Background: an optimization exercise with open tools, aiming at small area, a short achievable clock period and few clock cycles per item. Do not read the settings as production practice.
The RTL was checked by simulation tests, not by an equivalence proof against the original design.
Power figures rest on the tool's default switching activity, not on a simulated workload.

// data_memory_ctrl
module data_memory_ctrl #(
    parameter int ADDR_W      = 8,
    parameter int DEPTH_BYTES = 256,
    parameter int WAIT_CYCLES = 0
) (
    input  logic              clk,
    input  logic              rst,
    input  logic              req_valid,
    output logic              req_ready,
    input  logic              req_we,
    input  logic [1:0]        req_size,
    input  logic              req_signed,
    input  logic [ADDR_W-1:0] req_addr,
    input  logic [31:0]       req_wdata,
    output logic              rsp_valid,
    output logic [31:0]       rsp_rdata,
    output logic              rsp_err,
    input  logic [31:0]       alu_result,
    input  logic              mem_to_reg,
    output logic [31:0]       wb_data
);
Size: about 4300 cells after synthesis, roughly 2300 flip-flops, ~150 I/O pins.
clock: 6.5 ns
lec_check: 0
cap_margin: 20
core_margin: 2
core_utilization: 45
cts_cluster_diameter: 80
cts_cluster_size: 25
setup_slack_margin: 3.8
slew_margin: 20
run.sh (not shown) runs the stock make flow with config.mk's settings and CLKGATE_MAP_FILE= SYNTH_SCRIPT=/design/flow/synth_recipe.tcl, a recipe that flattens the netlist after the stock synthesis.
Testbench counts at the start, summed over its fixed seeds: cycles 24,024, items 24,000.
Then changed:
==> flow/flow/run.sh (new file) <==
#!/bin/bash
set -o pipefail
cp standard.sh standard_sh_copy.log
export BUFFER_PORTS_ARGS="-buffer_cell sky130_fd_sc_hd__buf_4"
bash standard.sh > standard_flow.log 2>&1
==> flow/standard.sh (new file) <==
#!/bin/bash
# synth_recipe.tcl (not shown) runs the flow's synth.tcl, then flattens the netlist and writes it again
# the make line also repeats each setting of config.mk as NAME=value (left out here)
make -C /OpenROAD-flow-scripts/flow DESIGN_CONFIG=/design/flow/config.mk WORK_HOME=/design/flow/orfs CLKGATE_MAP_FILE= SYNTH_SCRIPT=/design/flow/synth_recipe.tcl "${@:-finish}"
removed: flow/run.sh
- cell count barely changes
- sequential power is about the same
- cell area is about the same
- clock power barely changes
- global-route usage is higher by 0.39 points
- setup slack improved by 0.028 ns
- synthesized area is unchanged
- total power hardly moves
- die area is unchanged
- wire length is higher slightly

* * *

## before
Another version of the RTL of data_memory_ctrl (not shown whole).
Size in the first run: ~4500 cells after synthesis, ~150 I/O pins.
==> flow/config.mk <==
export PLATFORM = sky130hd
export DESIGN_NAME = data_memory_ctrl
export DESIGN_NICKNAME = data_memory_ctrl
export VERILOG_FILES = /design/flow/design.v
export SDC_FILE = /design/flow/constraint.sdc
export NUM_CORES = 4
export LEC_CHECK = 0
export CAP_MARGIN = 20
export CORE_MARGIN = 2
export CORE_UTILIZATION = 45
export CTS_CLUSTER_DIAMETER = 80
export CTS_CLUSTER_SIZE = 25
export SETUP_SLACK_MARGIN = 3.9
export SLEW_MARGIN = 20
==> flow/constraint.sdc <==
create_clock -name core_clock -period 6.5 [get_ports {clk}]
set_input_delay 1.3000 -clock core_clock [delete_from_list [all_inputs] [get_ports {clk}]]
set_output_delay 1.3000 -clock core_clock [all_outputs]
set_load 0.01 [all_outputs]
Stock flow here: none of the scripts above is used.
before completed end to end with timing, DRC and antenna clean.
Testbench counts of before, summed over its fixed seeds: cycles 24,024, items 24,000.
> inputs changed (before -> after)
Settings: changing SETUP_SLACK_MARGIN from 3.9 to 3.8.
Results
Diff before -> after: time the worst path needs with I/O delays and setup lost 0.014 ns; total internal power has remained practically unchanged. Register share of the cell area: before vs after, no meaningful difference. Part of the power in combinational logic of before is on par with after. Comparing after with before, the switching power summed over all nets came out essentially unchanged. Lower signed area change from the synthesized netlist to the final layout was reported by after, not before. Compared before against after; number of enable flip-flop cells after synthesis within noise.

* * *

data_memory_ctrl, a different RTL version from the one above (not shown whole).
For scale: roughly 150 I/O pins, ~0.082 mm^2 of cells after synthesis.
Design data_memory_ctrl, start of the top module:
module data_memory_ctrl #(
    parameter int ADDR_W      = 8,
    parameter int DEPTH_BYTES = 256,
    parameter int WAIT_CYCLES = 0
) (
    input  logic              clk,
    input  logic              rst,
    input  logic              req_valid,
    output logic              req_ready,
    input  logic              req_we,
    input  logic [1:0]        req_size,
    input  logic              req_signed,
    input  logic [ADDR_W-1:0] req_addr,
    input  logic [31:0]       req_wdata,
    output logic              rsp_valid,
    output logic [31:0]       rsp_rdata,
    output logic              rsp_err,
    input  logic [31:0]       alu_result,
    input  logic              mem_to_reg,
    output logic [31:0]       wb_data
);
    localparam int ROWS  = DEPTH_BYTES / 4;
    localparam int ROW_W = (ROWS > 1) ? $clog2(ROWS) : 1;
    logic             req_err;
    logic [31:0]      req_lane_wdata;
    always_comb begin
        case (req_size)
            SIZE_BYTE: req_err = 1'b0;
            SIZE_HALF: req_err = req_addr[0];
  ...
==> flow/config.mk <==
export PLATFORM = sky130hd
export DESIGN_NAME = data_memory_ctrl
export DESIGN_NICKNAME = data_memory_ctrl
export VERILOG_FILES = /design/flow/design.v
export SDC_FILE = /design/flow/constraint.sdc
export NUM_CORES = 4
export LEC_CHECK = 0
export CAP_MARGIN = 20
export CORE_MARGIN = 2
export CORE_UTILIZATION = 45
export CTS_CLUSTER_DIAMETER = 80
export CTS_CLUSTER_SIZE = 25
export SETUP_SLACK_MARGIN = 3.8
export SLEW_MARGIN = 20
==> flow/constraint.sdc <==
create_clock -name core_clock -period 6.5 [get_ports {clk}]
set_input_delay 1.3000 -clock core_clock [delete_from_list [all_inputs] [get_ports {clk}]]
set_output_delay 1.3000 -clock core_clock [all_outputs]
set_load 0.01 [all_outputs]
The first run finished clean.
Testbench counts at the start, summed over its fixed seeds: cycles 24,024, items 24,000.
Then changed:
Settings changed: SETUP_SLACK_MARGIN 3.8 to 3.9.
=> The new run finished clean; hold slack loses 4.1 ps; via count decreases by 0.47%; sequential share of layout area barely changes; final area stays flat; routed wire length barely changes.

## static timing again, ports no longer ideal
The results above use ideal ports. As a check the final layouts listed here were re-extracted and re-timed, cells and wires unchanged.
Step 1 assumes that a clkbuf_16 drives the clock port and a buf_2 every other input.
Step 2 moves the port delays by t, midway between the first and last clock arrival at a register: inputs arrive t later, outputs are due t later. That takes back most of the time a late clock gives input paths.
Slacks: ideal / step 1 / step 2; pairs: ideal / step 1.
run | t (ns) | setup slack, ns | latest minus earliest clock arrival (ns) | cell pins on the clock port's net
the first run of note 1 | 0.846 | 3.684 / 3.684 / 3.149 | 0.037 / 0.036 | 1
the second run of note 1 | 0.852 | 3.713 / 3.713 / 3.693 | 0.038 / 0.038 | 1
before | 0.855 | 3.769 / 3.688 / 3.420 | 0.068 / 0.068 | 1
after | 0.848 | 3.782 / 3.702 / 3.427 | 0.066 / 0.066 | 1
the first run of note 3 | 0.866 | 3.846 / 3.751 / 3.158 | 0.046 / 0.046 | 1
the second run of note 3 | 0.863 | 3.845 / 3.750 / 3.151 | 0.042 / 0.042 | 1
After both steps setup and hold are still met in every run listed. The setup slack of the second run of note 3, which loses most, moves by -0.095 ns with the drivers and by -0.694 ns with both steps.
